From an optimization exercise on the open Yosys and OpenROAD flow, aimed at small area and a short achievable clock period; shortcuts taken in it are not production practice.
Only simulation tests tie the RTL to the original design; equivalence was not proved.
Power and IR drop assume default switching activity.

===== design/flow/design.v =====
module awb_gain_est #(
    parameter int ACC_W = 24,
    parameter int CNT_W = 16
) (
    input  logic            clk,
    input  logic            rst,
    input  logic            pix_valid_i,
    input  logic [1:0]      pix_color_i,
    input  logic [7:0]      pix_value_i,
    input  logic            pix_last_i,
    output logic [15:0]     K_R,
    output logic [15:0]     K_G,
    output logic [15:0]     K_B,
    output logic            valid_gain_o,
    output logic            busy_o,
    output logic            overrun_o
);
    localparam int SW = 13;    
    localparam int NW = 6;     
    assign K_G = 16'h0100;
    logic close_w;
    assign close_w = pix_valid_i & pix_last_i;
    logic [2:0] p_hit;      
    logic [7:0] p_val;
    logic       p_ovr;      
    always_ff @(posedge clk) begin
        p_hit[0] <= pix_valid_i & (pix_color_i == 2'd0);
        p_hit[1] <= pix_valid_i & (pix_color_i == 2'd1);
        p_hit[2] <= pix_valid_i & (pix_color_i == 2'd2);
        p_ovr    <= close_w & busy_o;
        p_val    <= pix_value_i;
    end
    logic [5:0] ctr, ctr_nx;
    logic       a_main;     
    logic       a_side;     
    logic [2:0] m_hit;      
    logic       last_c;     
    logic       first_c;    
    logic       mul_r, mul_b, div_r, div_b, div_p, cmp_r, cmp_b;
    logic       mulb_r, mulb_b;
    logic       div_r_d, div_b_d, div_p_d;
    assign div_r_d = busy_o & (ctr >= 6'd18) & (ctr <= 6'd31);
    assign div_b_d = busy_o & ~ctr[5] & ctr[4] & (ctr[3] | ctr[2] | ctr[1]);
    assign div_p_d = busy_o & ((ctr == 6'd18) | (div_p & ~last_c));
    assign ctr_nx = busy_o ? ctr + 6'd1 : 6'd0;
    always_ff @(posedge clk or posedge rst) begin
        if (rst) begin
            busy_o       <= 1'b0;
            a_main       <= 1'b0;
            a_side       <= 1'b0;
            m_hit        <= 3'b000;
            overrun_o    <= 1'b0;
            valid_gain_o <= 1'b0;
            last_c       <= 1'b0;
            first_c      <= 1'b0;
            mul_r        <= 1'b0;
            mul_b        <= 1'b0;
            div_r        <= 1'b0;
            div_b        <= 1'b0;
            div_p        <= 1'b0;
            cmp_r        <= 1'b0;
            cmp_b        <= 1'b0;
            mulb_r       <= 1'b0;
            mulb_b       <= 1'b0;
        end else begin
            a_main  <= ~last_c;
            a_side  <= last_c & ~(close_w & busy_o);
            for (int c = 0; c < 3; c++)
                m_hit[c] <= (~busy_o | (last_c & ~close_w)) & pix_valid_i &
                            (pix_color_i == 2'(c));
            first_c <= ~busy_o & close_w;
            last_c  <= busy_o & (ctr == 6'd31);
            mul_r   <= busy_o & (ctr >= 6'd2) & (ctr <= 6'd17);
            mul_b   <= busy_o & ((~ctr[5] & ~ctr[4] & (ctr[3] | ctr[2] | ctr[1])) |
                                 (ctr[5:1] == 5'b01000));
            div_r   <= div_r_d;
            div_b   <= div_b_d;
            div_p   <= div_p_d;
            cmp_r   <= busy_o & (ctr >= 6'd2) & (ctr <= 6'd31);
            cmp_b   <= busy_o & ~ctr[5] & (ctr[4:1] != 4'd0);
            mulb_r  <= busy_o & (ctr >= 6'd6) & (ctr <= 6'd17);
            mulb_b  <= busy_o & ((~ctr[5] & ~ctr[4] & (ctr[3] | (ctr[2] & ctr[1]))) |
                                 (ctr[5:1] == 5'b01000));
            if (close_w & busy_o)
                overrun_o <= 1'b1;
            if (busy_o) begin
                if (last_c) begin
                    busy_o       <= 1'b0;
                    valid_gain_o <= 1'b1;
                end
            end else if (close_w) begin
                busy_o <= 1'b1;
            end
        end
    end
    always_ff @(posedge clk)
        ctr <= ctr_nx;
    logic [SW-1:0] side_s [3];
    logic [NW-1:0] side_n [3];
    for (genvar c = 0; c < 3; c++) begin : g_side
        logic [SW-1:0] ss;
        logic [NW-1:0] sn;
        logic          co_s, co_n;
        awb_bk_add #(SW) u_s (.a(side_s[c]), .b(p_hit[c] ? SW'(p_val) : '0),
                              .ci(1'b0), .s(ss), .co(co_s));
        awb_bk_add #(NW) u_n (.a(side_n[c]), .b('0), .ci(p_hit[c]),
                              .s(sn), .co(co_n));
        always_ff @(posedge clk) begin
            if (first_c | p_ovr) begin
                side_s[c] <= '0;
                side_n[c] <= '0;
            end else begin
                side_s[c] <= ss;
                side_n[c] <= sn;
            end
        end
    end
    logic [23:0] S_R, S_G, S_B;
    logic [15:0] N_R, N_G, N_B;
    logic [23:0] s_nx [3];
    logic [15:0] n_nx [3];
    logic [23:0] s_cur [3];
    logic [15:0] n_cur [3];
    assign s_cur[0] = S_R; assign s_cur[1] = S_G; assign s_cur[2] = S_B;
    assign n_cur[0] = N_R; assign n_cur[1] = N_G; assign n_cur[2] = N_B;
    for (genvar c = 0; c < 3; c++) begin : g_main
        logic [23:0] sb;
        logic [15:0] nb;
        logic        hit, co_s, co_n;
        assign hit = m_hit[c];
        assign sb  = (a_side ? 24'(side_s[c]) : 24'd0) | (a_main ? s_cur[c] : 24'd0);
        assign nb  = (a_side ? 16'(side_n[c]) : 16'd0) | (a_main ? n_cur[c] : 16'd0);
        awb_bk_add #(24) u_s (.a(sb), .b(hit ? 24'(p_val) : 24'd0), .ci(1'b0),
                              .s(s_nx[c]), .co(co_s));
        awb_bk_add #(16) u_n (.a(nb), .b(16'd0), .ci(hit), .s(n_nx[c]), .co(co_n));
    end
    logic [23:0] P_AR, P_AB;
    logic [15:0] P_BR, P_BB;
    logic [17:0] t_br, t_bb;
    logic [16:0] x0_r, x1_r, x2_r, cs_s_r, cs_c_r;
    logic [16:0] x0_b, x1_b, x2_b, cs_s_b, cs_c_b;
    assign x0_r = {1'b0, P_BR};
    assign x1_r = {1'b0, S_R[0] ? N_G : 16'd0};
    assign x2_r = {S_R[1] ? N_G : 16'd0, 1'b0};
    assign x0_b = {1'b0, P_BB};
    assign x1_b = {1'b0, S_B[0] ? N_G : 16'd0};
    assign x2_b = {S_B[1] ? N_G : 16'd0, 1'b0};
    assign cs_s_r = x0_r ^ x1_r ^ x2_r;
    assign cs_c_r = (x0_r & x1_r) | (x0_r & x2_r) | (x1_r & x2_r);
    assign cs_s_b = x0_b ^ x1_b ^ x2_b;
    assign cs_c_b = (x0_b & x1_b) | (x0_b & x2_b) | (x1_b & x2_b);
    logic co_br, co_bb;
    awb_bk_add #(17) u_mbr (.a({1'b0, cs_s_r[16:1]}), .b(cs_c_r), .ci(1'b0),
                            .s(t_br[17:1]), .co(co_br));
    awb_bk_add #(17) u_mbb (.a({1'b0, cs_s_b[16:1]}), .b(cs_c_b), .ci(1'b0),
                            .s(t_bb[17:1]), .co(co_bb));
    assign t_br[0] = cs_s_r[0];
    assign t_bb[0] = cs_s_b[0];
    logic [4:0]  E_R, E_B;
    logic [44:0] rem_r, rem_b;
    logic [45:0] op_r, op_b, pre_r, pre_b, sm_r, sm_b;
    logic [39:0] d_r, d_b;
    logic        co_r, co_b;
    logic        iv_r0, iv_r1, iv_b0, iv_b1;
    assign rem_r = {E_R, N_R, P_AR};
    assign rem_b = {E_B, N_B, P_AB};
    assign d_r   = {P_BR, S_R};
    assign d_b   = {P_BB, S_B};
    always_comb begin
        pre_r = '0;
        pre_b = '0;
        if (div_r)
            pre_r = {1'b0, d_r, 5'd0};
        else if (mul_r)
            pre_r[23:0] = N_R[15] ? S_G : 24'd0;
        if (div_b)
            pre_b = {1'b0, d_b, 5'd0};
        else if (mul_b)
            pre_b[23:0] = N_B[15] ? S_G : 24'd0;
    end
    assign op_r = pre_r ^ {{23{iv_r0}}, {23{iv_r1}}};
    assign op_b = pre_b ^ {{23{iv_b0}}, {23{iv_b1}}};
    awb_hc_add #(46) u_ar (.a({rem_r, 1'b0}), .b(op_r), .ci(iv_r1),
                           .s(sm_r), .co(co_r));
    awb_hc_add #(46) u_ab (.a({rem_b, 1'b0}), .b(op_b), .ci(iv_b1),
                           .s(sm_b), .co(co_b));
    always_ff @(posedge clk) begin
        S_R <= mulb_r ? {t_br[1:0], S_R[23:2]} : s_nx[0];
        S_B <= mulb_b ? {t_bb[1:0], S_B[23:2]} : s_nx[2];
        S_G <= div_b ? {s_nx[1][23:13], S_G[11:0], ~sm_b[45]} : s_nx[1];
        N_G <= div_r ? {n_nx[1][15:13], N_G[11:0], ~sm_r[45]} : n_nx[1];
        N_R <= cmp_r ? sm_r[39:24] : n_nx[0];
        N_B <= cmp_b ? sm_b[39:24] : n_nx[2];
    end
    always_ff @(posedge clk) begin
        P_AR <= cmp_r ? sm_r[23:0] : 24'd0;
        P_AB <= cmp_b ? sm_b[23:0] : 24'd0;
        E_R  <= div_p ? sm_r[44:40] : 5'd0;
        E_B  <= div_p ? sm_b[44:40] : 5'd0;
        iv_r0 <= div_r_d & ~sm_r[45];
        iv_r1 <= div_p_d & ~sm_r[45];
        iv_b0 <= div_b_d & ~sm_b[45];
        iv_b1 <= div_p_d & ~sm_b[45];
        if (mulb_r)
            P_BR <= t_br[17:2];
        else if (~div_p)
            P_BR <= '0;
        if (mulb_b)
            P_BB <= t_bb[17:2];
        else if (~div_p)
            P_BB <= '0;
    end
    logic dz_r, dz_b;
    assign dz_r = (d_r == '0);
    assign dz_b = (d_b == '0);
    function automatic logic [11:0] fin(input logic [12:0] q, input logic dz);
        if (dz)
            fin = 12'h100;
        else if (q[12])
            fin = 12'hFFF;
        else
            fin = q[11:0];
    endfunction
    logic [11:0] kr, kb, kr_nx, kb_nx;
    assign kr_nx = fin(N_G[12:0], dz_r) ^ 12'h100;
    assign kb_nx = fin(S_G[12:0], dz_b) ^ 12'h100;
    always_ff @(posedge clk or posedge rst) begin
        if (rst) begin
            kr <= 12'h000;
            kb <= 12'h000;
        end else if (last_c) begin
            kr <= kr_nx;
            kb <= kb_nx;
        end
    end
    assign K_R = {4'h0, kr ^ 12'h100};
    assign K_B = {4'h0, kb ^ 12'h100};
endmodule
module awb_bk_add #(
    parameter int W = 8
) (
    input  logic [W-1:0] a,
    input  logic [W-1:0] b,
    input  logic         ci,
    output logic [W-1:0] s,
    output logic         co
);
    localparam int N = W + 1;           
    localparam int L = (N <= 2) ? 1 : (N <= 4) ? 2 : (N <= 8) ? 3 :
                       (N <= 16) ? 4 : (N <= 32) ? 5 : (N <= 64) ? 6 : 7;
    logic [W:0] g, p, x;
    always_comb begin
        g[0] = ci;
        p[0] = 1'b0;
        x[0] = 1'b0;
        for (int i = 0; i < W; i++) begin
            g[i+1] = a[i] & b[i];
            p[i+1] = a[i] ^ b[i];
            x[i+1] = a[i] ^ b[i];
        end
        for (int l = 0; l < L; l++)
            for (int i = (2 << l) - 1; i < N; i += (2 << l)) begin
                g[i] = g[i] | (p[i] & g[i - (1 << l)]);
                p[i] = p[i] & p[i - (1 << l)];
            end
        for (int l = L - 2; l >= 0; l--)
            for (int i = (3 << l) - 1; i < N; i += (2 << l)) begin
                g[i] = g[i] | (p[i] & g[i - (1 << l)]);
                p[i] = p[i] & p[i - (1 << l)];
            end
    end
    for (genvar i = 0; i < W; i++) begin : g_s
        assign s[i] = x[i+1] ^ g[i];
    end
    assign co = g[W];
endmodule
module awb_hc_add #(
    parameter int W = 8
) (
    input  logic [W-1:0] a,
    input  logic [W-1:0] b,
    input  logic         ci,
    output logic [W-1:0] s,
    output logic         co
);
    localparam int N = W + 1;
    localparam int L = (N <= 2) ? 1 : (N <= 4) ? 2 : (N <= 8) ? 3 :
                       (N <= 16) ? 4 : (N <= 32) ? 5 : (N <= 64) ? 6 : 7;
    logic [W:0] g, p, x, gn, pn;
    always_comb begin
        g[0] = ci;
        p[0] = 1'b0;
        x[0] = 1'b0;
        for (int i = 0; i < W; i++) begin
            g[i+1] = a[i] & b[i];
            p[i+1] = a[i] ^ b[i];
            x[i+1] = a[i] ^ b[i];
        end
        for (int i = 1; i < N; i += 2) begin
            g[i] = g[i] | (p[i] & g[i-1]);
            p[i] = p[i] & p[i-1];
        end
        for (int l = 1; l < L; l++) begin
            gn = g;
            pn = p;
            for (int i = 1; i < N; i += 2)
                if (i - (1 << l) >= 0) begin
                    gn[i] = g[i] | (p[i] & g[i - (1 << l)]);
                    pn[i] = p[i] & p[i - (1 << l)];
                end
            g = gn;
            p = pn;
        end
        for (int i = 2; i < N; i += 2) begin
            g[i] = g[i] | (p[i] & g[i-1]);
            p[i] = p[i] & p[i-1];
        end
    end
    for (genvar i = 0; i < W; i++) begin : g_s
        assign s[i] = x[i+1] ^ g[i];
    end
    assign co = g[W];
endmodule

===== design/flow/config.mk =====
export PLATFORM = sky130hd
export DESIGN_NAME = awb_gain_est
export DESIGN_NICKNAME = awb_gain_est
export VERILOG_FILES = /design/flow/design.v
export SDC_FILE = /design/flow/constraint.sdc
export NUM_CORES = 4
export LEC_CHECK = 0
export CAP_MARGIN = 20
export CORE_MARGIN = 2
export CORE_UTILIZATION = 40
export CTS_BUF_LIST = sky130_fd_sc_hd__clkbuf_8
export CTS_CLUSTER_DIAMETER = 55
export CTS_CLUSTER_SIZE = 16
export SLEW_MARGIN = 20

===== design/flow/standard.sh =====
#!/bin/bash
# synth_recipe.tcl (not shown) runs the flow's synth.tcl, then flattens the netlist and writes it again
# the make line also repeats each setting of config.mk as NAME=value (left out here)
make -C /OpenROAD-flow-scripts/flow DESIGN_CONFIG=/design/flow/config.mk WORK_HOME=/design/flow/orfs CLKGATE_MAP_FILE= SYNTH_SCRIPT=/design/flow/synth_recipe.tcl "${@:-finish}"

===== design/flow/constraint.sdc =====
create_clock -name core_clock -period 13.0 [get_ports {clk}]
set_input_delay 2.6000 -clock core_clock [delete_from_list [all_inputs] [get_ports {clk}]]
set_output_delay 2.6000 -clock core_clock [all_outputs]
set_load 0.01 [all_outputs]

===== design/flow/flow/run.sh =====
#!/bin/bash
# Standard layout, with fast port buffers and repair_timing asked for extra
# setup slack so the achieved period shrinks. Each make step's log lands in
# orfs/logs; make's own output goes to make_finish.log.
set -euo pipefail
bash standard.sh SETUP_SLACK_MARGIN=9.15 \
  "BUFFER_PORTS_ARGS=-buffer_cell sky130_fd_sc_hd__buf_4" \
  finish > make_finish.log 2>&1

==> results of run 1 <==
through the flow:
stage / utilization [%] / power (uW) / area, sq um / worst slack, ns / hold WS (ns)
after global placement: 41.98 / 3846 / 23760 / 8.068 / 0.4521
after detailed placement: 41.99 / 3918 / 23770 / 7.936 / 0.4614
after CTS: 45.48 / 5044 / 25740 / 9.089 / 0.4842
final: 46.54 / 5139 / 26340 / 9.125 / 0.4820
after floorplan: - / 3312 / 23140 / 9.085 / 0.4518
after global routing: 46.54 / 5539 / 26340 / 9.023 / 0.5075
logic make-up after synthesis:
kind of cell    Yosys count  share of synthesized area [%]
fa+ha+maj               348                          22.64
mux                      48                          2.289
compound gates          415                          12.72
other cells               2                        0.03264
flops                   332                          31.21
simple gates            739                          16.26
buf+inv                 297                          5.644
xor+xnor                242                          9.211
report_power, final:
group	internal [uW]	leakage (uW)	switching (uW)	total [uW]
clock network	378	0.000458	483	861
registers	1360	0.00306	396	1760
logic	1180	0.00911	1340	2520
total	2920	0.0126	2220	5140
registers in the layout, summed over array words and instances (netlist names), 5 cells and up:
| name | cells |
|---|---|
| kb | 12 |
| side_n | 18 |
| P_AR | 24 |
| E_R | 5 |
| S_G | 24 |
| S_B | 24 |
| N_G | 16 |
| S_R | 24 |
| E_B | 5 |
| side_s | 39 |
| kr | 12 |
| P_BB | 16 |
| N_R | 16 |
| P_AB | 24 |
| P_BR | 16 |
| ctr | 6 |
| N_B | 16 |
| p_val | 8 |
metal layers:
metal,GRT usage (%),routed length [um]
met1,26.76,27360
met2,33.31,28120
met3,2.622,2689
met4,7.138,1712
met5,0,0
critical path, cell delays in order, from the launching register on:
cell	delay, ns
dfrtp_2	0.43
buf_12	0.14
clkinv_8	0.05
and3_4	0.24
buf_4	0.13
nand2_2	0.06
xnor2_2	0.17
ha_1	0.30
a21o_1	0.15
a31o_4	0.19
nand3_4	0.10
a2111oi_4	0.47
buf_4	0.20
o21ai_4	0.06
nand3_1	0.13
a21oi_2	0.07
o21ba_2	0.22
fa_1	0.37
xnor2_1	0.13
and2_1	0.15
final cells by class:
cell class                 count  area (sq um)
sequential                   332          7221
tap                          756         945.9
timing repair buffer         144          1341
inverter                     152         588.1
antenna                        1         2.502
clock buffer                  39         536.8
fill                        5392         30260
multi-input combinational   1821         15340
clock inverter                31         361.6
timing repair:
action | in CTS | in global routing
gates cloned | 8 | 1
hold endpoints to repair | 0 | 0
setup buffers | 52 | 32
resized for setup | 121 | 79
pin swaps | 50 | 72
endpoints found under the setup margin | 133 | 71
layout by cell type (no fill, tap or decap), types with 37 or more instances in the layout:
cell type,n
a22o_1,53
ha_1,227
o21ai_0,69
a21oi_1,54
xor2_1,92
dfrtp_1,37
a21o_1,75
nand2_1,228
xnor2_1,139
and2_1,226
fa_1,100
dfxtp_1,248
inv_1,143
buf_4,113
nor2_1,106
clkbuf_8,39
worst max path at each step:
| stage | to | slack [ns] | cells past startpoint |
|---|---|---|---|
| after CTS | K_B[8] | 9.09 | 2 |
| after detailed placement | N_B[4] | 7.94 | 18 |
| after global routing | E_B[3] | 9.02 | 17 |
| final | E_B[2] | 9.13 | 19 |
| after floorplan | P_BR[13] | 9.08 | 17 |
| after global placement | N_B[12] | 8.07 | 17 |
==> flow_summary.ini, run 1 <==
[cells_and_area]
layout-drive-gt1-share_pct = 16.32
fin_cells = 3276
fin_nets = 2851
area_delta_synth_final_pct = 14.47

[clocking]
clockBufferDepth = 3
clk_latency_ns = 0.66
cts_buffers = 38
cts_hold_buf = 0
cts_max_level = 2
clock-sinks = 332
cts-root-buf = clkbuf_8
clk_pin_slew_ns = 0.09
cts_tree = yes

[pwr]
ir_drop_uv = 194.1
leakage_uw = 0.01263
powerDensity_mw_per_mm2 = 195.1

[place]
dpl.cell_count = 3112
post-dp-hpwl_um = 42070
place_congestion = 0.9221
portBuffers = 40

[logic_synthesis]
synth_seq_cells = 332
yosys_warnings = 17
yosys.area.top_type_share_pct = 22.36
syn_avg_cell_area_sq_um = 9.497
async_flop_share_pct = 12.95
synth_cell_types = 71
synth_commonest_cells = 257 x dfxtp_1, 239 x nand2_1, 234 x ha_1, 227 x and2_1, 150 x inv_1
synthFlopType = dfxtp_1
syn_area_sq_mm = 0.02301
yosys.cell_count.top_type = dfxtp_1
synthCells = 2423
synth-seq-area-share_pct = 31.21
synth-edff-count = 32
yosys.area.top_type = dfxtp_1
netlist_top_cells_area = dfxtp_1 22%, ha_1 13%, fa_1 9.9%

[sta]
hold_viol_final = 0
min_period_ns = 3.875
clock.fmax_ghz = 0.2581
setup_viol = 0
maxSlewHeadroom_pct = 29.41
fin_crit_sh_pct = 29.81
rsz0062_at_grt = true
tns_ns = 0
final_max_slew_viol_count = 0
worst_pin_slew_ns = 1.053
skew_ns = 0.06684

[routing]
finalWirelength_um = 59890
drt_iter0_drc = 891
vias = 17220
wire_per_inst_um = 18.28
ant_nets = 0
drc = 0
vias_per_cell = 5.257
firstDrtPassIters = 5

[grt]
grt_max_degree = 63
grtUsageTotal_pct = 20.06
grt_pass1_vias = 17660
antenna_found_initial = 2
grt_overflow_total = 0
grt_pass1_wl_um = 95190

[setup_path]
r2r_cells = 19
startpoint_type = register
path_class = reg2reg
reg2reg_to = E_B[2]
rrSetupSlack_ns = 9.13
worstSetupEndpointType = register
crit_arrival_ns = 4.43
startpoint = div_b
timing.rr.start = div_b
path_max_fanout = 6
crit_required_ns = 13.55

[floorplanning]
core_sq_mm = 0.05660
die_area_sq_mm = 0.05947
die_w_um = 243.9
io_pins = 65
die_h_um = 243.9
start_util_pct = 40.65
num_rows = 87

[hold_path]
whs_path_depth = 1
hold_path.class = reg2reg
holdPathEnd = valid_gain_o
hp-start = valid_gain_o

[run_status]
status = finished clean

[job]
cap_violations = 0
==> run 2: changes to the inputs <==
==> design/flow/flow/run.sh (replaced) <==
#!/bin/bash
# Standard layout, with fast port buffers and repair_timing asked for extra
# setup slack so the achieved period shrinks. Each make step's log lands in
# orfs/logs; make's own output goes to make_finish.log.
set -euo pipefail
bash standard.sh SETUP_SLACK_MARGIN=8.8 \
  "BUFFER_PORTS_ARGS=-buffer_cell sky130_fd_sc_hd__buf_4" \
  finish > make_finish.log 2>&1
==> run 2 against run 1 <==
  * Final area down 3.8%
  * Non-clock buffer count shrank 60
  * Clock skew rose by 0.027 ns
  * Still clean on timing, DRC and antenna
  * Sequential share of layout area grew 1.0 points
  * Combinational power fell by 9.5%
  * Critical endpoint is now E_R[4]
  * Critical path depth shrank 1
==> flow_summary.ini, run 2 <==
[clocking]
clk_pin_slew_ns = 0.09
clockBufferDepth = 3
cts_hold_buf = 0
clk_latency_ns = 0.69
cts_max_level = 2
cts-root-buf = clkbuf_8
clock-sinks = 332
cts_tree = yes
cts_buffers = 42

[setup_path]
startpoint = div_r
r2r_cells = 18
timing.rr.start = div_r
path_delay_family = compound AO/OA/AOI/OAI gates
worstSetupEndpointType = register
crit_required_ns = 13.55
startpoint_type = register
slowest_stage = dfrtp_2
worstSetupEndpoint = E_R[4]
cpPeakStageDelay_ns = 0.41
critical_path_cell_count = 18
reg2reg_to = E_R[4]
crit_buf_inv = 3
path_max_fanout = 15
crit_arrival_ns = 4.64
rrSetupSlack_ns = 8.91
crit_path_cell_trace = buf_12 > clkinvlp_4 > and3_4 > buf_4 > a22oi_1 > xnor2_1 > ha_1 > and4_1 > nand2_1 > o211ai_1 > a21oi_4 > o31ai_4 > and2_1 > a21oi_1 > o21ba_2 > fa_1 > xnor2_1 > and2_1
path_class = reg2reg

[logic_synthesis]
synth-seq-area-share_pct = 31.21
syn_avg_cell_area_sq_um = 9.497
syn_area_sq_mm = 0.02301
synth_seq_cells = 332
async_flop_share_pct = 12.95
synth-edff-count = 32
synthFlopType = dfxtp_1
yosys.cell_count.top_type = dfxtp_1
synthCells = 2423
netlist_top_cells_area = dfxtp_1 22%, ha_1 13%, fa_1 9.9%
yosys.area.top_type_share_pct = 22.36
yosys.area.top_type = dfxtp_1
synth_commonest_cells = 257 x dfxtp_1, 239 x nand2_1, 234 x ha_1, 227 x and2_1, 150 x inv_1
yosys_warnings = 17
synth_cell_types = 71

[routing]
drc = 0
wl_met1_um = 26900
dr_wl_met2_um = 27210
wire_per_inst_um = 18.18
finalWirelength_um = 58600
dr_wl_met3_um = 2690
firstDrtPassIters = 6
drt_iter0_drc = 937
dr.max_layer_used = met4
ant_nets = 0
vias = 16940
vias_per_cell = 5.255

[pwr]
p_clk_share_pct = 18.4
seqPwrFrac_pct = 35.8
switchingPower_uw = 2140
swShare_pct = 42.91
pwr-share-comb_pct = 45.8
p_int_uw = 2847
leakage_uw = 0.01225
power.total_uw = 4987
powerDensity_mw_per_mm2 = 196.8
ir_drop_uv = 120.5

[place]
portBuffers = 40
dp_slack_ns = 7.841
place_congestion = 0.9160
post-dp-hpwl_um = 42870

[sta]
min_period_ns = 4.094
fin_crit_sh_pct = 31.49
fin_ws_ns = 8.906
final_max_slew_viol_count = 0
hold_ws_ns = 0.4734
skew_ns = 0.09419
clock.fmax_ghz = 0.2442
setup_viol = 0
rsz0062_at_grt = true
tns_ns = 0
worst_pin_slew_ns = 1.115
hold_viol_final = 0
maxSlewHeadroom_pct = 25.12

[cells_and_area]
fin_nets = 2794
layout_commonest_cell = dfxtp_1
largest-register = side_s
final_util_pct = 44.77
area_delta_synth_final_pct = 10.12
mostFrequentLayoutCells = 249 x dfxtp_1, 239 x nand2_1, 233 x ha_1, 227 x and2_1, 151 x inv_1
fill_cells = 5524
layout-drive-gt1-share_pct = 10.91
largest_reg_flops = 39
multiInputGateArea_sq_mm = 0.01486
seqCellArea_sq_mm = 0.007209

[run_status]
status = finished clean

[floorplanning]
die_w_um = 243.9
start_util_pct = 40.65
io_pins = 65
core_sq_mm = 0.05660
die_area_sq_mm = 0.05947
num_rows = 87
die_h_um = 243.9

[job]
cap_violations = 0

[grt]
grt_max_degree = 86
grtUsageTotal_pct = 19.78
antenna_found_initial = 1
grt_overflow_total = 0
grt_pass1_wl_um = 93790
grt_pass1_vias = 17360

[hold_path]
hold_path.class = reg2reg
==> run 2: metal layers <==
layer / vias to the layer above / global-route usage, %
li1: 8170 / -
met1: 8328 / 26.61
met2: 340 / 32.81
met3: 100 / 2.787
met4: 0 / 6.169
met5: - / 0
==> run 2: through the flow <==
step                cells  area [sq um]
floorplan            2445         23090
global placement     3114         23760
detailed placement   3114         23760
CTS                  3200         24970
global route         3223         25340
finish               3223         25340
==> run 2: cells by family after synthesis <==
group                    share of synthesized area (%)
AND/OR/NAND/NOR                                  16.26
XOR/XNOR                                         9.211
flip-flops                                       31.21
adder cells (fa/ha/maj)                          22.64
AO/OA/AOI/OAI                                    12.72
other                                          0.03264
multiplexers                                     2.289
buffers and inverters                            5.644
==> run 2: layout make-up <==
type / count / share of cell area [%]
antenna: 1 / 0.009875
tap: 756 / 3.733
multi-input combinational: 1820 / 58.65
timing repair buffer: 84 / 2.967
sequential: 332 / 28.45
inverter: 152 / 2.296
clock inverter: 33 / 1.452
clock buffer: 45 / 2.444
==> run 2: worst min-delay path by stage <==
stage / from / endpoint / cells after the start
6_report: valid_gain_o / valid_gain_o / 1
5_1_grt: valid_gain_o / valid_gain_o / 1
4_1_cts: valid_gain_o / valid_gain_o / 1
3_5_place_dp: valid_gain_o / valid_gain_o / 1
3_3_place_gp: valid_gain_o / valid_gain_o / 1
2_1_floorplan: ctr[0] / ctr[0] / 1
==> run 2: timing repair <==
action | 4_1_cts | 5_1_grt
resized for setup | 31 | 38
buffers inserted | 2 | 20
hold endpoints to repair | 0 | 0
setup endpoints to repair | 87 | 46
pin swaps | 2 | 18
cloned | 6 | 2
==> run 2: power groups by stage <==
stage / registers (uW) / logic (uW) / clock network (uW)
6_report: 1790 / 2280 / 919
5_1_grt: 1820 / 2580 / 984
3_5_place_dp: 1790 / 2120 / 0
4_1_cts: 1790 / 2190 / 947
2_1_floorplan: 1560 / 1740 / 0
3_3_place_gp: 1790 / 2050 / 0
==> run 3: changes to the inputs <==
==> design/flow/flow/run.sh (replaced) <==
#!/bin/bash
# Standard layout, with fast port buffers and repair_timing asked for extra
# setup slack so the achieved period shrinks. Each make step's log lands in
# orfs/logs; make's own output goes to make_finish.log.
set -euo pipefail
bash standard.sh SETUP_SLACK_MARGIN=9 \
  "BUFFER_PORTS_ARGS=-buffer_cell sky130_fd_sc_hd__buf_4" \
  finish > make_finish.log 2>&1
==> run 3 against run 2 <==
  * First-iteration DRC count is 1.9% lower
  * Critical path depth decreased by 16
  * Die area is the same
  * Highest routed layer unchanged
==> flow_summary.ini, run 3 <==
[sta]
worst_pin_slew_ns = 1.084
final_max_slew_viol_count = 0
rsz0062_at_grt = true
clock.fmax_ghz = 0.2536
maxSlewHeadroom_pct = 27.06
hold_viol_final = 0
tns_ns = 0
hold_ws_ns = 0.4688
setup_viol = 0
fin_crit_sh_pct = 30.33
min_period_ns = 3.943
skew_ns = 0.06391

[setup_path]
crit_required_ns = 10.40
r2r_cells = 18
crit_arrival_ns = 1.34
path_max_fanout = 2
startpoint_type = register
worstSetupEndpointType = output pin
path_class = reg2out

[logic_synthesis]
yosys.area.top_type_share_pct = 22.36
yosys.area.top_type = dfxtp_1
synth_commonest_cells = 257 x dfxtp_1, 239 x nand2_1, 234 x ha_1, 227 x and2_1, 150 x inv_1
async_flop_share_pct = 12.95
synth_cell_types = 71
syn_area_sq_mm = 0.02301
synthCells = 2423
synth-edff-count = 32
synthFlopType = dfxtp_1
netlist_top_cells_area = dfxtp_1 22%, ha_1 13%, fa_1 9.9%
synth-seq-area-share_pct = 31.21
syn_avg_cell_area_sq_um = 9.497
yosys.cell_count.top_type = dfxtp_1
synth_seq_cells = 332
yosys_warnings = 17

[grt]
grt_pass1_wl_um = 94790
grt_pass1_vias = 17380
antenna_found_initial = 3
grt_overflow_total = 0
grt_max_degree = 82
grtUsageTotal_pct = 20.16

[clocking]
clock-sinks = 332
cts-root-buf = clkbuf_8
clockBufferDepth = 3
cts_max_level = 2
cts_tree = yes
clk_latency_ns = 0.67
cts_buffers = 40
clk_pin_slew_ns = 0.10

[routing]
vias_per_cell = 5.248
drt_iter0_drc = 919
ant_nets = 0
firstDrtPassIters = 5
vias = 16990
drc = 0
wire_per_inst_um = 18.39
finalWirelength_um = 59550

[cells_and_area]
largest_reg_flops = 39
largest-register = side_s
area_delta_synth_final_pct = 11.33
fin_nets = 2811
layout-drive-gt1-share_pct = 12.78
layout_commonest_cell = dfxtp_1
mostFrequentLayoutCells = 248 x dfxtp_1, 236 x nand2_1, 232 x ha_1, 227 x and2_1, 150 x inv_1
fill_cells = 5501

[pwr]
powerDensity_mw_per_mm2 = 196.3
leakage_uw = 0.01233
ir_drop_uv = 161.1
switchingPower_uw = 2188
p_clk_share_pct = 17.3
pwr-share-comb_pct = 47.6
swShare_pct = 43.51
p_int_uw = 2840
seqPwrFrac_pct = 35.1

[hold_path]
whs_path_depth = 1
hold_path.class = reg2reg

[floorplanning]
core_sq_mm = 0.05660
num_rows = 87
die_w_um = 243.9
die_h_um = 243.9
die_area_sq_mm = 0.05947
start_util_pct = 40.65
io_pins = 65

[place]
portBuffers = 40
place_congestion = 0.8887
post-dp-hpwl_um = 42590

[job]
cap_violations = 0

[run_status]
status = finished clean
==> run 3: cell count changes in the layout (fill, tap and decap cells not counted), moves of 4 or more <==
cell     before  now
buf_4        76   93
a21oi_1      68   59
a21oi_2       5   13
fa_1        114  109
fa_2          0    5
inv_8         4    8
o21ai_0      75   71
==> run 3: path summary, 6_finish.rpt <==
kind | from | to | slack, ns
setup reg to reg | div_r | E_R[0] | 9.07
min in group asynchronous | rst | kr[6] | 2.07
hold / removal | valid_gain_o | valid_gain_o | 0.47
setup / recovery | kb[8] | K_B[8] | 9.06
max in group asynchronous | rst | a_main | 10.34
hold reg to reg | valid_gain_o | valid_gain_o | 0.47
==> run 3: critical path, stage by stage (launching register included) <==
cell and delay [ns]:
dfrtp_1 0.38, inv_1 0.14, buf_4 0.16
==> run 3: layout make-up <==
class	count	area (sq um)	share of cell area [%]
diodes	1	2.502	0.009768
flip-flops and latches	332	7214	28.16
multi-input cells	1821	15040	58.70
clock inverters	32	340.3	1.328
well taps	756	945.9	3.692
repair buffers	102	910.9	3.556
clock buffers	42	578.1	2.256
inverters	152	588.1	2.295
==> run 3: what timing repair did <==
item,4_1_cts,5_1_grt
resized for setup,48,68
pin swaps,9,29
cloned,8,1
hold buffers,0,0
endpoints found under the setup margin,100,51
buffers inserted,15,24
==> run 3: power by group through the flow <==
stage | clock network [uW] | logic [uW] | registers (uW)
finish | 871 | 2390 | 1760
global route | 937 | 2690 | 1800
CTS | 895 | 2300 | 1760
detailed placement | 0 | 2150 | 1780
global placement | 0 | 2070 | 1780
floorplan | 0 | 1740 | 1560
==> run 3: per-layer routing <==
layer  part of all wire [%]  global-route usage, %  up-vias
met5                      0                      0        -
met4                    2.9                  6.492        0
met3                    5.1                  3.184       85
met2                     47                  33.92      368
met1                     45                  26.42     8308
li1                       -                      -     8232
==> run 3: stage by stage <==
step           utilization [%]  instance area (sq um)  total power [uW]  worst slack (ns)  instances
3_5_place_dp             41.99                  23770              3929             7.955       3115
3_3_place_gp             41.99                  23770              3851             7.973       3115
4_1_cts                  44.38                  25120              4953             9.001       3212
6_report                 45.26                  25620              5028             9.057       3238
5_1_grt                  45.26                  25620              5431             8.888       3238
2_1_floorplan                -                  23100              3302             8.998       2445
==> run 3: kinds of logic (layout without fill, tap and decap cells) <==
kind of cell,after synthesis,after routing,share of synthesized area [%]
and+or+nand+nor,739,744,16.26
AOI/OAI and AO/OA,415,415,12.72
adders and majority gates,348,348,22.64
DFF,332,332,31.21
buffers and inverters,297,328,5.644
xor gates and xnor gates,242,242,9.211
muxes,48,48,2.289
other,2,25,0.03264
==> run 4: changes to the inputs <==
--- a/design/flow/config.mk
+++ b/design/flow/config.mk
@@ -6,9 +6,12 @@
 export NUM_CORES = 4
 export LEC_CHECK = 0
 export CAP_MARGIN = 20
+export CELL_PAD_IN_SITES_DETAIL_PLACEMENT = 0
+export CELL_PAD_IN_SITES_GLOBAL_PLACEMENT = 0
 export CORE_MARGIN = 2
 export CORE_UTILIZATION = 40
 export CTS_BUF_LIST = sky130_fd_sc_hd__clkbuf_8
 export CTS_CLUSTER_DIAMETER = 55
 export CTS_CLUSTER_SIZE = 16
+export PLACE_DENSITY = 0.9
 export SLEW_MARGIN = 20
==> run 4 against run 3 <==
  * Synthesized area is the same
  * Wire length shrank 2.6%
  * Final cell count fell by 0.96%
  * Core utilization down 0.96 points
  * Combinational power barely moved
  * Maximum frequency decreased by 0.69%
  * Count of clock-buffer cells in the layout fell by 9
  * Clock power shrank 21%
  * Final area shrank 2.1%
  * First-iteration DRC count increased by 94%
  * Register-to-register slack got worse by 0.04 ns
  * Clock skew is 0.035 ns lower
  * Critical path type is now reg2reg
  * Critical endpoint is now N_R[15]
==> flow_summary.ini, run 4 <==
[sta]
maxSlewHeadroom_pct = 34.89
clock.fmax_ghz = 0.2519
min_period_ns = 3.970
worst_pin_slew_ns = 0.9766
final_max_slew_viol_count = 0
tns_ns = 0
fin_crit_sh_pct = 30.54
setup_viol = 0
rsz0062_at_grt = true
hold_ws_ns = 0.4697
hold_viol_final = 0
skew_ns = 0.02845

[logic_synthesis]
yosys.cell_count.top_type = dfxtp_1
async_flop_share_pct = 12.95
synth_seq_cells = 332
synth-edff-count = 32
yosys.area_share.simple_pct = 16.26
synthCells = 2423
synthFlopType = dfxtp_1
syn_area_sq_mm = 0.02301
yosys_warnings = 17
synth_commonest_cells = 257 x dfxtp_1, 239 x nand2_1, 234 x ha_1, 227 x and2_1, 150 x inv_1
synth_top_family_by_area = adder cells
synth_cell_types = 71
netlist_top_cells_area = dfxtp_1 22%, ha_1 13%, fa_1 9.9%
synth_compound_area_share_pct = 12.72
synth-seq-area-share_pct = 31.21
yosys.area.top_type = dfxtp_1
yosys.area.top_type_share_pct = 22.36
synth_fa_ha_area_share_pct = 22.64
syn_avg_cell_area_sq_um = 9.497
synthXorXnorAreaFrac_pct = 9.211
synth.area.mux_share_pct = 2.289

[pwr]
swShare_pct = 44.09
leakage_uw = 0.01212
pwr-share-comb_pct = 49.3
switchingPower_uw = 2122
p_clk_share_pct = 14.3
powerDensity_mw_per_mm2 = 191.9
seqPwrFrac_pct = 36.4
p_int_uw = 2691
ir_drop_uv = 202.8

[clocking]
cts_buffers = 31
clk_latency_ns = 0.69
clockBufferDepth = 3
cts_tree = yes
clk_pin_slew_ns = 0.11
clock-sinks = 332
cts-root-buf = clkbuf_8
cts_max_level = 1
cts_hold_buf = 0

[job]
cap_violations = 0

[routing]
vias_per_cell = 5.571
drt_iter0_drc = 1780
finalWirelength_um = 57970
drc = 0
firstDrtPassIters = 6
vias = 17870
wire_per_inst_um = 18.08
ant_nets = 0

[grt]
grt_pass1_wl_um = 89190
grt_overflow_total = 0
grtUsageTotal_pct = 18.31
grt_max_degree = 71
antenna_found_initial = 1
grt_pass1_vias = 17250

[cells_and_area]
layout_commonest_cell = dfxtp_1
seqCellArea_sq_mm = 0.007224
fin_nets = 2788
mostFrequentLayoutCells = 246 x dfxtp_1, 238 x nand2_1, 234 x ha_1, 227 x and2_1, 156 x inv_1
layout-drive-gt1-share_pct = 10.82
multiInputGateArea_sq_mm = 0.01491
largest_reg_flops = 39
largest-register = side_s
fill_cells = 5080
stdcell_area_sq_mm = 0.02508
area_delta_synth_final_pct = 8.972

[setup_path]
startpoint_type = register
crit_required_ns = 13.60
slowest_stage = dfrtp_4
worstSetupEndpointType = register
crit_buf_inv = 2
path_delay_family = compound AO/OA/AOI/OAI gates
cpPeakStageDelay_ns = 0.52
crit_path_cell_trace = inv_4 > and3_4 > buf_6 > a22oi_1 > xnor2_1 > ha_1 > a21o_1 > a211oi_1 > o211ai_1 > a21oi_4 > o31ai_4 > a211oi_2 > nor2_2 > a41oi_2 > fa_2 > a21oi_1
crit_arrival_ns = 4.57
path_max_fanout = 7
path_class = reg2reg

[hold_path]
hold_path.class = reg2reg

[floorplanning]
die_w_um = 243.9
io_pins = 65
die_area_sq_mm = 0.05947
core_sq_mm = 0.05660
die_h_um = 243.9
num_rows = 87
start_util_pct = 40.65

[place]
place_congestion = 0.9614
portBuffers = 40
post-dp-hpwl_um = 39360
dpl_cell_area_sq_mm = 0.02374

[run_status]
status = finished clean
## run 4: metal layers
| layer | global-route usage, % | wire length (um) | vias up |
|---|---|---|---|
| met5 | 0 | 0 | - |
| met4 | 7.730 | 2691 | 0 |
| met3 | 2.699 | 5369 | 203 |
| met2 | 30.44 | 26950 | 898 |
| met1 | 23.70 | 22970 | 8617 |
| li1 | - | - | 8147 |
## run 4: what timing repair did
action                                  CTS  global route
endpoints found under the setup margin  104            45
buffers inserted                         14            19
gates cloned                              3             0
pin swaps                                 5            29
resized for setup                        39            57
## run 4: path summary, 6_finish.rpt
path | start | endpoint | slack (ns) | cells past startpoint
min | valid_gain_o | valid_gain_o | 0.47 | 1
min reg2reg | valid_gain_o | valid_gain_o | 0.47 | 1
min in group asynchronous | rst | kr[4] | 2.06 | 2
max | div_r | N_R[15] | 9.03 | 16
max in group asynchronous | rst | div_r | 10.31 | 2
max reg2reg | div_r | N_R[15] | 9.03 | 16
## run 4: area by class of cell
type | instances | area share [%]
Timing Repair Buffer | 90 | 3.029
Multi-Input combinational cell | 1819 | 59.46
Tap cell | 756 | 3.772
Antenna cell | 1 | 0.009979
Clock buffer | 33 | 1.811
Inverter | 152 | 2.310
Sequential cell | 332 | 28.81
Clock inverter | 24 | 0.7933
## run 4: kinds of logic after synthesis
kind of cell             after synthesis
buffers and inverters                297
AO/OA/AOI/OAI                        415
flip-flops                           332
XOR/XNOR                             242
other                                  2
multiplexers                          48
AND/OR/NAND/NOR                      739
adder cells (fa/ha/maj)              348
## run 4: power by group through the flow
stage,Sequential (uW),Clock (uW),Combinational [uW]
after floorplan,1560,0,1740
after CTS,1730,685,2220
after detailed placement,1770,0,2100
after global placement,1760,0,2000
after global routing,1780,733,2610
final,1750,689,2370
## run 4: stage by stage
| step | total power (uW) | util, % | instances | setup slack, ns |
|---|---|---|---|---|
| 2_1_floorplan | 3302 | - | 2445 | 8.998 |
| 3_3_place_gp | 3760 | 41.95 | 3112 | 8.099 |
| 3_5_place_dp | 3873 | 41.95 | 3112 | 7.933 |
| 4_1_cts | 4636 | 43.61 | 3186 | 9.006 |
| 5_1_grt | 5130 | 44.30 | 3207 | 8.875 |
| 6_report | 4812 | 44.30 | 3207 | 9.030 |
==> run 5: changes to the inputs <==
--- a/design/flow/config.mk
+++ b/design/flow/config.mk
@@ -9,9 +9,9 @@
 export CELL_PAD_IN_SITES_DETAIL_PLACEMENT = 0
 export CELL_PAD_IN_SITES_GLOBAL_PLACEMENT = 0
 export CORE_MARGIN = 2
-export CORE_UTILIZATION = 40
+export CORE_UTILIZATION = 60
 export CTS_BUF_LIST = sky130_fd_sc_hd__clkbuf_8
 export CTS_CLUSTER_DIAMETER = 55
 export CTS_CLUSTER_SIZE = 16
-export PLACE_DENSITY = 0.9
+export PLACE_DENSITY = 0.75
 export SLEW_MARGIN = 20
==> run 5 against run 4 <==
  * Global-route usage increased by 11 points
  * Wire length decreased by 0.68%
  * Register-to-register slack improved by 0.03 ns
  * Critical path depth decreased by 1
  * First-iteration DRC count decreased by 25%
  * Core utilization increased by 22 points
  * Sequential share of layout area increased by 0.15 points
  * Critical path type unchanged
==> flow_summary.ini, run 5 <==
[run_status]
status = finished clean

[sta]
final_max_slew_viol_count = 0
skew_ns = 0.03323
worst_pin_slew_ns = 0.9720
tns_ns = 0
setup_viol = 0
hold_viol_final = 0
fin_crit_sh_pct = 30.30
min_period_ns = 3.939
rsz0062_at_grt = true
maxSlewHeadroom_pct = 35.20
fin_ws_ns = 9.061
clock.fmax_ghz = 0.2539

[cells_and_area]
area_delta_synth_final_pct = 8.379
largest_reg_flops = 39
layout-drive-gt1-share_pct = 11.18
fin_nets = 2796
layout_commonest_cell = dfxtp_1
mostFrequentLayoutCells = 248 x dfxtp_1, 238 x nand2_1, 234 x ha_1, 227 x and2_1, 151 x inv_1
largest-register = side_s
fin_cells = 2972
fill_cells = 2900

[setup_path]
path_max_fanout = 5
path_class = reg2reg
worstSetupEndpointType = register
crit_arrival_ns = 4.41
slowest_stage = or4_4
crit_path_cell_trace = inv_8 > and3_4 > a22o_1 > xor2_1 > ha_1 > nand4_1 > or3_4 > nor2_1 > or4_4 > a21oi_4 > o21ai_2 > a21o_1 > a31o_2 > fa_1 > mux2_2
path_delay_family = simple AND/OR/NAND/NOR gates
crit_required_ns = 13.47
crit_buf_inv = 1
cpPeakStageDelay_ns = 0.54
startpoint_type = register

[routing]
vias_per_cell = 5.826
wire_per_inst_um = 19.37
drc = 0
vias = 17320
finalWirelength_um = 57580
ant_nets = 0
firstDrtPassIters = 5
drt_iter0_drc = 1328

[logic_synthesis]
syn_area_sq_mm = 0.02301
synthFlopType = dfxtp_1
synth_commonest_cells = 257 x dfxtp_1, 239 x nand2_1, 234 x ha_1, 227 x and2_1, 150 x inv_1
netlist_top_cells_area = dfxtp_1 22%, ha_1 13%, fa_1 9.9%
synthCells = 2423
yosys.area.top_type_share_pct = 22.36
synth_seq_cells = 332
synth-seq-area-share_pct = 31.21
yosys.area.top_type = dfxtp_1
yosys.cell_count.top_type = dfxtp_1
syn_avg_cell_area_sq_um = 9.497
yosys_warnings = 17
synth-edff-count = 32
synth_cell_types = 71
async_flop_share_pct = 12.95

[job]
cap_violations = 0

[clocking]
clock-sinks = 332
clk_pin_slew_ns = 0.09
cts_hold_buf = 0
cts_tree = yes
cts-root-buf = clkbuf_8
cts_buffers = 35
clk_latency_ns = 0.60
clockBufferDepth = 3
cts_max_level = 2

[grt]
busiest_layer = met2
grt_pass1_vias = 17270
grt_use_met2_pct = 46.81
grt_overflow_total = 0
grt_pass1_wl_um = 90700
antenna_found_initial = 0
grtUsageTotal_pct = 29.11
grt_util_met3_pct = 4.435
gr-usage-met1_pct = 39.59
grt_max_degree = 66

[place]
post-dp-hpwl_um = 41610
portBuffers = 40
place_congestion = 0.9481
dpl.cell_count = 2868
dp_slack_ns = 7.658

[floorplanning]
die_area_sq_mm = 0.03994
die_w_um = 199.8
core_sq_mm = 0.03776
num_rows = 71
io_pins = 65
die_h_um = 199.8
start_util_pct = 60.95

[pwr]
ir_drop_uv = 143.5
leakage_uw = 0.01219
power.total_uw = 4897
powerDensity_mw_per_mm2 = 196.4

[hold_path]
hold_path.class = reg2reg
[run 5: cell families after synthesis]
family          synth area share, %
compound gates                12.72
xor+xnor                      9.211
fa+ha+maj                     22.64
buf+inv                       5.644
flops                         31.21
mux                           2.289
other cells                 0.03264
simple gates                  16.26
[run 5: final cells by class]
class | count | area (sq um) | share of cell area (%)
sequential | 332 | 7222 | 28.96
clock inverter | 23 | 224.0 | 0.8980
tap | 511 | 639.4 | 2.564
inverter | 152 | 580.6 | 2.328
timing repair buffer | 93 | 765.7 | 3.070
antenna | 1 | 2.502 | 0.01003
multi-input combinational | 1820 | 14960 | 59.97
clock buffer | 40 | 550.5 | 2.207
[run 5: worst paths after layout]
kind	start	to	slack, ns	cells past startpoint
setup / recovery	div_b	N_B[3]	9.06	15
hold / removal	valid_gain_o	valid_gain_o	0.47	1
setup reg to reg	div_b	N_B[3]	9.06	15
hold reg to reg	valid_gain_o	valid_gain_o	0.47	1
max in group asynchronous	rst	div_b	10.05	2
min in group asynchronous	rst	kr[11]	2.22	2
[run 5: stage by stage]
step                      instance area [sq um]  utilization, %  hold slack (ns)
after detailed placement                  23450           62.11           0.4523
after global routing                      24940           66.05           0.4961
after floorplan                           23100               -           0.4518
after CTS                                 24420           64.69           0.4752
final                                     24940           66.06           0.4675
after global placement                    23450           62.11           0.4474
[run 5: layer usage]
layer	wire length (um)	vias to the layer above
li1	-	8181
met1	25200	8414
met2	25980	587
met3	4159	134
met4	2234	0
met5	0	-
[run 5: timing repair]
action	CTS	global route
setup buffers	5	31
resized for setup	37	59
pin swaps	1	32
endpoints found under the setup margin	92	51
gates cloned	3	1
[run 5: report_power, final]
group	switching (uW)	internal [uW]	total (uW)
clock network	426	342	768
logic	1280	1060	2350
registers	420	1360	1780
==> run 6: changes to the inputs <==
--- a/design/flow/config.mk
+++ b/design/flow/config.mk
@@ -9,7 +9,7 @@
 export CELL_PAD_IN_SITES_DETAIL_PLACEMENT = 0
 export CELL_PAD_IN_SITES_GLOBAL_PLACEMENT = 0
 export CORE_MARGIN = 2
-export CORE_UTILIZATION = 60
+export CORE_UTILIZATION = 40
 export CTS_BUF_LIST = sky130_fd_sc_hd__clkbuf_8
 export CTS_CLUSTER_DIAMETER = 55
 export CTS_CLUSTER_SIZE = 16
==> run 6 against run 5 <==
  * Wire length fell by 8.3%
  * Sequential share of layout area is 0.45 points lower
  * Critical endpoint is now busy_o
  * Global-route usage fell by 11 points
  * Clock skew is 0.013 ns lower
==> flow_summary.ini, run 6 <==
[setup_path]
critical_path_cell_count = 1
reg2reg_to = P_BB[13]
rrSetupSlack_ns = 9.10
worstSetupEndpointType = output pin
crit_arrival_ns = 1.31
timing.rr.start = S_B[0]
crit_buf_inv = 1
path_delay_family = flip-flops
cpPeakStageDelay_ns = 0.50
r2r_cells = 16
startpoint = busy_o
worstSetupEndpoint = busy_o
path_max_fanout = 14
path_class = reg2out
crit_required_ns = 10.40
crit_path_cell_trace = buf_4
slowest_stage = dfrtp_2
startpoint_type = register

[sta]
clock.fmax_ghz = 0.2560
fin_crit_sh_pct = 30.05
tns_ns = 0
final_max_slew_viol_count = 0
hold_viol_final = 0
hold_ws_ns = 0.4700
fin_ws_ns = 9.093
skew_ns = 0.02052
maxSlewHeadroom_pct = 29.81
setup_viol = 0
rsz0062_at_grt = true
min_period_ns = 3.907
worst_pin_slew_ns = 1.046

[logic_synthesis]
syn_area_sq_mm = 0.02301
yosys.cell_count.top_type = dfxtp_1
synthFlopType = dfxtp_1
synth_commonest_cells = 257 x dfxtp_1, 239 x nand2_1, 234 x ha_1, 227 x and2_1, 150 x inv_1
syn_avg_cell_area_sq_um = 9.497
netlist_top_cells_area = dfxtp_1 22%, ha_1 13%, fa_1 9.9%
synth_seq_cells = 332
yosys_warnings = 17
synth-edff-count = 32
synth_cell_types = 71
synthCells = 2423
yosys.area.top_type = dfxtp_1
synth-seq-area-share_pct = 31.21
async_flop_share_pct = 12.95
yosys.area.top_type_share_pct = 22.36

[clocking]
cts_max_level = 2
cts_tree = yes
cts_buffers = 38
cts_hold_buf = 0
clockBufferDepth = 3
clk_latency_ns = 0.63
clk_pin_slew_ns = 0.10
cts-root-buf = clkbuf_8
clock-sinks = 332

[grt]
grt_max_degree = 59
grt_pass1_vias = 16470
grt_overflow_total = 0
grtUsageTotal_pct = 17.90
antenna_found_initial = 2
grt_pass1_wl_um = 86080

[pwr]
ir_drop_uv = 168.1
leakage_uw = 0.01220
powerDensity_mw_per_mm2 = 192.3

[routing]
drc = 0
finalWirelength_um = 52800
drt_iter0_drc = 1035
firstDrtPassIters = 5
wire_per_inst_um = 16.41
vias = 16670
vias_per_cell = 5.181
ant_nets = 0

[floorplanning]
core_sq_mm = 0.05660
die_w_um = 243.9
io_pins = 65
num_rows = 87
die_area_sq_mm = 0.05947
start_util_pct = 40.65
die_h_um = 243.9

[cells_and_area]
fin_nets = 2792
area_delta_synth_final_pct = 10.06
layout-drive-gt1-share_pct = 11.71
largest_reg_flops = 39
largest-register = side_s
mostFrequentLayoutCells = 247 x dfxtp_1, 237 x nand2_1, 233 x ha_1, 226 x and2_1, 149 x inv_1
stdcell_area_sq_mm = 0.02533
layout_commonest_cell = dfxtp_1

[hold_path]
hold_path.class = reg2reg

[place]
portBuffers = 40
dpl_cell_area_sq_mm = 0.02376
post-dp-hpwl_um = 37960
place_congestion = 0.9004
dp_slack_ns = 7.941

[run_status]
status = finished clean

[job]
cap_violations = 0
==> run 6: worst min path at each step <==
stage | start | end | slack (ns) | depth (start not counted)
2_1_floorplan | ctr[0] | ctr[0] | 0.45 | 1
3_3_place_gp | valid_gain_o | valid_gain_o | 0.45 | 1
3_5_place_dp | valid_gain_o | valid_gain_o | 0.45 | 1
4_1_cts | valid_gain_o | valid_gain_o | 0.47 | 1
5_1_grt | valid_gain_o | valid_gain_o | 0.48 | 1
6_report | valid_gain_o | valid_gain_o | 0.47 | 1
==> run 6: power by group <==
part	internal [uW]	leakage (uW)	switching [uW]	total [uW]
combinational	1040	0.00868	1250	2290
sequential	1360	0.00306	368	1730
clock	384	0.000457	468	853
total	2790	0.0122	2080	4870
==> run 6: cells by family after synthesis <==
logic type | share of synthesized area [%]
AND/OR/NAND/NOR | 16.26
AO/OA/AOI/OAI | 12.72
adder cells (fa/ha/maj) | 22.64
flip-flops | 31.21
buffers and inverters | 5.644
XOR/XNOR | 9.211
multiplexers | 2.289
other | 0.03264
==> run 6: layout make-up <==
cell class | count | area (sq um)
tap | 756 | 945.9
sequential | 332 | 7221
multi-input combinational | 1820 | 14970
fill | 5352 | 31280
clock buffer | 41 | 564.3
inverter | 152 | 580.6
timing repair buffer | 86 | 711.9
clock inverter | 29 | 330.3
antenna | 1 | 2.502
==> run 6: per-layer routing <==
| metal | up-vias | part of all wire, % | global-route usage (%) | routed length (um) |
|---|---|---|---|---|
| met2 | 435 | 45 | 28.63 | 23580 |
| met1 | 7975 | 46 | 24.40 | 24080 |
| li1 | 8164 | - | - | - |
| met4 | 2 | 3.7 | 6.923 | 1944 |
| met5 | - | 0.025 | 0 | 13 |
| met3 | 90 | 6.0 | 2.578 | 3187 |
==> run 6: through the flow <==
stage / std cells / power (uW) / util, %
finish: 3217 / 4870 / 44.75
global route: 3217 / 5256 / 44.75
CTS: 3197 / 4784 / 43.95
detailed placement: 3113 / 3849 / 41.97
global placement: 3113 / 3795 / 41.97
floorplan: 2445 / 3302 / -
==> run 6: what timing repair did <==
item,4_1_cts,5_1_grt
endpoints found under the hold margin,0,0
setup endpoints to repair,95,48
buffers inserted,10,18
cloned,4,1
pin swaps,3,23
resized for setup,32,64
==> run 7: changes to the inputs <==
--- a/design/flow/config.mk
+++ b/design/flow/config.mk
@@ -13,5 +13,5 @@
 export CTS_BUF_LIST = sky130_fd_sc_hd__clkbuf_8
 export CTS_CLUSTER_DIAMETER = 55
 export CTS_CLUSTER_SIZE = 16
-export PLACE_DENSITY = 0.75
+export PLACE_DENSITY = 0.7
 export SLEW_MARGIN = 20
==> run 7 against run 6 <==
  * Sequential share of layout area down 0.32 points
  * Clock power down 9.7%
  * Global-route usage rose by 0.79 points
  * Final cell count up 0.75%
  * Non-clock buffer count is 32 higher
  * Register-to-register slack worse by 0.06 ns
==> flow_summary.ini, run 7 <==
[run_status]
status = finished clean

[logic_synthesis]
synth_compound_area_share_pct = 12.72
synthFlopType = dfxtp_1
synth_seq_cells = 332
syn_area_sq_mm = 0.02301
async_flop_share_pct = 12.95
synth-edff-count = 32
netlist_top_cells_area = dfxtp_1 22%, ha_1 13%, fa_1 9.9%
synthCells = 2423
synth-seq-area-share_pct = 31.21
yosys.cell_count.top_type = dfxtp_1
synth_commonest_cells = 257 x dfxtp_1, 239 x nand2_1, 234 x ha_1, 227 x and2_1, 150 x inv_1
yosys.area.top_type = dfxtp_1
syn_avg_cell_area_sq_um = 9.497
yosys.area_share.simple_pct = 16.26
synth_fa_ha_area_share_pct = 22.64
yosys.area.top_type_share_pct = 22.36
yosys_warnings = 17
synth.area.mux_share_pct = 2.289
synthXorXnorAreaFrac_pct = 9.211
synth_cell_types = 71
synth_top_family_by_area = adder cells

[cells_and_area]
layout-drive-gt1-share_pct = 13.21
fin_cells = 3241
mostFrequentLayoutCells = 248 x dfxtp_1, 236 x nand2_1, 232 x ha_1, 226 x and2_1, 152 x inv_1
layout_commonest_cell = dfxtp_1
largest_reg_flops = 39
area_delta_synth_final_pct = 11.27
largest-register = side_s
fin_nets = 2819
fill_cells = 5333

[clocking]
clockBufferDepth = 3
cts_tree = yes
cts_hold_buf = 0
cts_buffers = 35
clk_pin_slew_ns = 0.09
clock-sinks = 332
clk_latency_ns = 0.63
cts_max_level = 2
cts-root-buf = clkbuf_8

[sta]
setup_viol = 0
tns_ns = 0
rsz0062_at_grt = true
skew_ns = 0.03570
clock.fmax_ghz = 0.2526
worst_pin_slew_ns = 0.9284
final_max_slew_viol_count = 0
fin_crit_sh_pct = 30.45
maxSlewHeadroom_pct = 38.10
min_period_ns = 3.959
hold_viol_final = 0

[floorplanning]
die_area_sq_mm = 0.05947
num_rows = 87
die_h_um = 243.9
start_util_pct = 40.65
io_pins = 65
core_sq_mm = 0.05660
die_w_um = 243.9

[hold_path]
hold_path.class = reg2reg

[pwr]
powerDensity_mw_per_mm2 = 193.3
p_int_uw = 2814
seqPwrFrac_pct = 35.2
swShare_pct = 43.14
pwr-share-comb_pct = 49.3
leakage_uw = 0.01238
ir_drop_uv = 120.1
p_clk_share_pct = 15.6
switchingPower_uw = 2135

[setup_path]
slowest_stage = or4_4
path_delay_family = simple AND/OR/NAND/NOR gates
path_class = reg2reg
worstSetupEndpointType = register
crit_path_cell_trace = buf_12 > clkinv_8 > and3_4 > buf_6 > a22oi_1 > xnor2_1 > ha_1 > nand2_2 > or3_4 > nor2_2 > or4_4 > a21oi_4 > o21ai_2 > a21o_1 > a31o_2 > fa_1 > mux2_2
crit_required_ns = 13.50
crit_buf_inv = 3
path_max_fanout = 8
crit_arrival_ns = 4.46
cpPeakStageDelay_ns = 0.52
startpoint_type = register

[routing]
firstDrtPassIters = 5
finalWirelength_um = 56840
ant_nets = 0
wire_per_inst_um = 17.54
wl_met1_um = 24410
dr.max_layer_used = met5
dr_wl_met2_um = 26690
drt_iter0_drc = 948
dr_wl_met3_um = 3231
vias = 17200
drc = 0
vias_per_cell = 5.306

[grt]
grt_overflow_total = 0
antenna_found_initial = 3
grt_pass1_wl_um = 89940
grt_max_degree = 79
grt_pass1_vias = 17290
grtUsageTotal_pct = 18.69

[place]
dpl.cell_count = 3111
post-dp-hpwl_um = 40130
portBuffers = 40
place_congestion = 0.9101

[job]
cap_violations = 0
[run 7: changes by cell type in the layout (fill, tap and decap cells not counted), moves of 3 or more]
cell        previous run  this run
xnor2_1              141       137
inv_8                  6         1
inv_1                149       152
xnor2_2                7        11
buf_4                 81       107
a22oi_2                4         8
clkinvlp_4             4         1
fa_1                 112       108
fa_2                   2         6
clkbuf_8              41        37
a22oi_1               44        40
[run 7: final timing paths]
check | start | to | slack (ns) | cells after the start
setup / recovery | div_b | N_B[3] | 9.04 | 17
hold / removal | valid_gain_o | valid_gain_o | 0.48 | 1
setup reg to reg | div_b | N_B[3] | 9.04 | 17
hold reg to reg | valid_gain_o | valid_gain_o | 0.48 | 1
max in group asynchronous | rst | a_main | 10.27 | 2
min in group asynchronous | rst | mul_r | 2.13 | 2
[run 7: layout make-up]
cell class              instances  area [sq um]  area share [%]
repair buffers                118          1007           3.934
diodes                          2         5.005         0.01955
flip-flops and latches        332          7217           28.19
clock inverters                26         265.3           1.036
clock buffers                  37         509.2           1.989
well taps                     756         945.9           3.694
multi-input cells            1818         15070           58.85
inverters                     152         586.8           2.292
[run 7: kinds of logic after synthesis]
| logic type | after synthesis |
|---|---|
| AND/OR/NAND/NOR | 739 |
| other | 2 |
| multiplexers | 48 |
| XOR/XNOR | 242 |
| adder cells (fa/ha/maj) | 348 |
| buffers and inverters | 297 |
| AO/OA/AOI/OAI | 415 |
| flip-flops | 332 |
[run 7: metal layers]
| layer | GRT usage, % | up-vias |
|---|---|---|
| met2 | 30.87 | 480 |
| met4 | 8.788 | 2 |
| li1 | - | 8229 |
| met1 | 23.84 | 8362 |
| met5 | 0 | - |
| met3 | 3.040 | 123 |
[run 7: worst reg2reg max path: stages (launching register included)]
cell,delay [ns]
dfrtp_2,0.43
buf_12,0.14
clkinv_8,0.05
and3_4,0.25
buf_6,0.12
a22oi_1,0.08
xnor2_1,0.19
ha_1,0.38
nand2_2,0.11
or3_4,0.15
nor2_2,0.04
or4_4,0.52
a21oi_4,0.14
o21ai_2,0.09
a21o_1,0.21
a31o_2,0.25
fa_1,0.42
mux2_2,0.26
[run 7: metrics by stage]
stage	setup WS (ns)	utilization, %	instance area (sq um)	hold WS [ns]	total power [uW]
3_3_place_gp	8.147	41.94	23740	0.4419	3777
2_1_floorplan	8.998	-	23100	0.4518	3302
6_report	9.041	45.23	25600	0.4804	4948
5_1_grt	8.883	45.23	25600	0.4946	5331
4_1_cts	8.991	44.16	25000	0.4849	4803
3_5_place_dp	7.984	41.94	23740	0.4637	3882
[run 7: repair_timing]
item,in CTS,in global routing
endpoints found under the setup margin,91,59
buffers inserted,24,35
resized for setup,54,73
cloned,4,1
pin swaps,14,53
[run 7: power groups by stage]
stage          clock network (uW)  logic (uW)  registers [uW]
2_1_floorplan                   0        1740            1560
3_3_place_gp                    0        2030            1750
3_5_place_dp                    0        2130            1750
4_1_cts                       790        2280            1730
5_1_grt                       828        2720            1780
6_report                      770        2440            1740
==> run 8: changes to the inputs <==
==> design/flow/flow/run.sh (replaced) <==
#!/bin/bash
# Standard layout, with fast port buffers and repair_timing asked for extra
# setup slack so the achieved period shrinks. Each make step's log lands in
# orfs/logs; make's own output goes to make_finish.log.
set -euo pipefail
bash standard.sh SETUP_SLACK_MARGIN=9.1 \
  "BUFFER_PORTS_ARGS=-buffer_cell sky130_fd_sc_hd__buf_4" \
  finish > make_finish.log 2>&1
--- a/design/flow/config.mk
+++ b/design/flow/config.mk
@@ -13,5 +13,5 @@
 export CTS_BUF_LIST = sky130_fd_sc_hd__clkbuf_8
 export CTS_CLUSTER_DIAMETER = 55
 export CTS_CLUSTER_SIZE = 16
-export PLACE_DENSITY = 0.7
+export PLACE_DENSITY = 0.75
 export SLEW_MARGIN = 20
==> run 8 against run 7 <==
  * Total power rose by 0.16%
  * Core utilization rose by 0.15 points
  * Combinational power fell by 2%
  * Critical path type unchanged
  * Largest cell class unchanged
==> flow_summary.ini, run 8 <==
[floorplanning]
io_pins = 65
die_area_sq_mm = 0.05947
die_w_um = 243.9
die_h_um = 243.9
num_rows = 87
core_sq_mm = 0.05660
start_util_pct = 40.65

[routing]
vias = 17020
wl_met1_um = 24420
firstDrtPassIters = 6
drc = 0
vias_per_cell = 5.250
wire_per_inst_um = 16.89
dr_wl_met2_um = 25100
dr_wl_met3_um = 3295
finalWirelength_um = 54770
drt_iter0_drc = 1072
dr.max_layer_used = met4
ant_nets = 0

[cells_and_area]
mostFrequentLayoutCells = 247 x dfxtp_1, 231 x nand2_1, 231 x ha_1, 227 x and2_1, 146 x inv_1
fin_nets = 2818
fill_cells = 5286
largest-register = side_s
largest_reg_flops = 39
layout_commonest_cell = dfxtp_1
layout-drive-gt1-share_pct = 13.72
area_delta_synth_final_pct = 11.63

[setup_path]
path_class = reg2reg
cpPeakStageDelay_ns = 0.43
crit_arrival_ns = 4.39
crit_required_ns = 13.49
rrSetupSlack_ns = 9.10
startpoint = div_b
worstSetupEndpointType = register
path_delay_family = compound AO/OA/AOI/OAI gates
timing.rr.start = div_b
slowest_stage = or3_4
crit_path_cell_trace = buf_12 > buf_12 > buf_4 > a22oi_2 > xnor2_1 > ha_1 > nand4_1 > or3_4 > nor2_4 > o41a_1 > o21ai_1 > nand2b_1 > a31oi_4 > o31a_1 > fa_1 > xnor2_1 > nand2_1 > o21ai_0
crit_buf_inv = 3
path_max_fanout = 6
startpoint_type = register

[clocking]
cts_hold_buf = 0
clk_latency_ns = 0.63
clockBufferDepth = 3
clock-sinks = 332
cts_buffers = 37
cts_tree = yes
cts-root-buf = clkbuf_8
cts_max_level = 2
clk_pin_slew_ns = 0.09

[sta]
skew_ns = 0.03697
min_period_ns = 3.900
hold_viol_final = 0
hold_ws_ns = 0.4814
fin_crit_sh_pct = 30.00
tns_ns = 0
final_max_slew_viol_count = 0
clock.fmax_ghz = 0.2564
worst_pin_slew_ns = 1.058
rsz0062_at_grt = true
maxSlewHeadroom_pct = 29.04
setup_viol = 0

[logic_synthesis]
synth-seq-area-share_pct = 31.21
yosys.area.top_type = dfxtp_1
yosys.area.top_type_share_pct = 22.36
syn_avg_cell_area_sq_um = 9.497
synth-edff-count = 32
synthCells = 2423
syn_area_sq_mm = 0.02301
synth_commonest_cells = 257 x dfxtp_1, 239 x nand2_1, 234 x ha_1, 227 x and2_1, 150 x inv_1
netlist_top_cells_area = dfxtp_1 22%, ha_1 13%, fa_1 9.9%
yosys.cell_count.top_type = dfxtp_1
synth_seq_cells = 332
synthFlopType = dfxtp_1
yosys_warnings = 17
synth_cell_types = 71
async_flop_share_pct = 12.95

[job]
cap_violations = 0

[grt]
grt_pass1_wl_um = 87110
grt_overflow_total = 0
grt_pass1_vias = 16810
grtUsageTotal_pct = 18.08
grt_max_degree = 74
antenna_found_initial = 3

[pwr]
ir_drop_uv = 156.5
leakage_uw = 0.01234
powerDensity_mw_per_mm2 = 192.9
power.total_uw = 4956

[hold_path]
hold_path.class = reg2reg
hp-start = valid_gain_o

[place]
place_congestion = 0.8894
portBuffers = 40
post-dp-hpwl_um = 38670

[run_status]
status = finished clean
[run 8: kinds of logic after synthesis]
logic type      share of synthesized area [%]
compound gates                          12.72
fa+ha+maj                               22.64
xor+xnor                                9.211
other cells                           0.03264
buf+inv                                 5.644
mux                                     2.289
flops                                   31.21
simple gates                            16.26
[run 8: metrics by stage]
| stage | area [sq um] | worst slack [ns] | util [%] | instances |
|---|---|---|---|---|
| 2_1_floorplan | 23120 | 9.055 | - | 2445 |
| 3_3_place_gp | 23760 | 8.116 | 41.98 | 3114 |
| 3_5_place_dp | 23760 | 8.036 | 41.98 | 3114 |
| 4_1_cts | 25020 | 9.065 | 44.21 | 3206 |
| 5_1_grt | 25690 | 8.924 | 45.38 | 3242 |
| 6_report | 25690 | 9.100 | 45.38 | 3242 |
[run 8: cell type report]
cell class | instances | area, sq um | area share [%]
Antenna cell | 1 | 2.502 | 0.009741
Clock buffer | 40 | 550.5 | 2.143
Clock inverter | 28 | 284.0 | 1.106
Inverter | 152 | 586.8 | 2.284
Multi-Input combinational cell | 1821 | 15110 | 58.82
Sequential cell | 332 | 7223 | 28.12
Tap cell | 756 | 945.9 | 3.682
Timing Repair Buffer | 112 | 985.9 | 3.838
[run 8: worst paths after layout]
path	end	cells past startpoint
worst max-delay path	N_B[12]	18
min in group asynchronous	a_main	2
max in group asynchronous	div_r	2
worst min-delay path	valid_gain_o	1
worst max register to register	N_B[12]	18
worst min register to register	valid_gain_o	1
[run 8: per-layer routing]
layer,track usage (%),up-vias
li1,-,8221
met1,24.32,8194
met2,29.66,490
met3,2.280,116
met4,6.761,0
met5,0,-
[run 8: report_power, final]
part | internal, uW | switching (uW) | total, uW
clock | 353 | 457 | 809
combinational | 1100 | 1300 | 2400
sequential | 1360 | 384 | 1750
total | 2820 | 2140 | 4960
[run 8: timing repair]
| action | CTS | global route |
|---|---|---|
| endpoints found under the setup margin | 100 | 60 |
| resized for setup | 51 | 92 |
| buffers inserted | 19 | 33 |
| gates cloned | 5 | 2 |
| endpoints found under the hold margin | 0 | 0 |
| pin swaps | 8 | 58 |

Check on run 8: ideal ports give 9.100 ns setup slack; a clkbuf_16 on the clock port and buf_2 on the inputs give 9.094 ns; moving port delays by the midpoint clock arrival (0.659 ns) as well gives 9.100 ns.
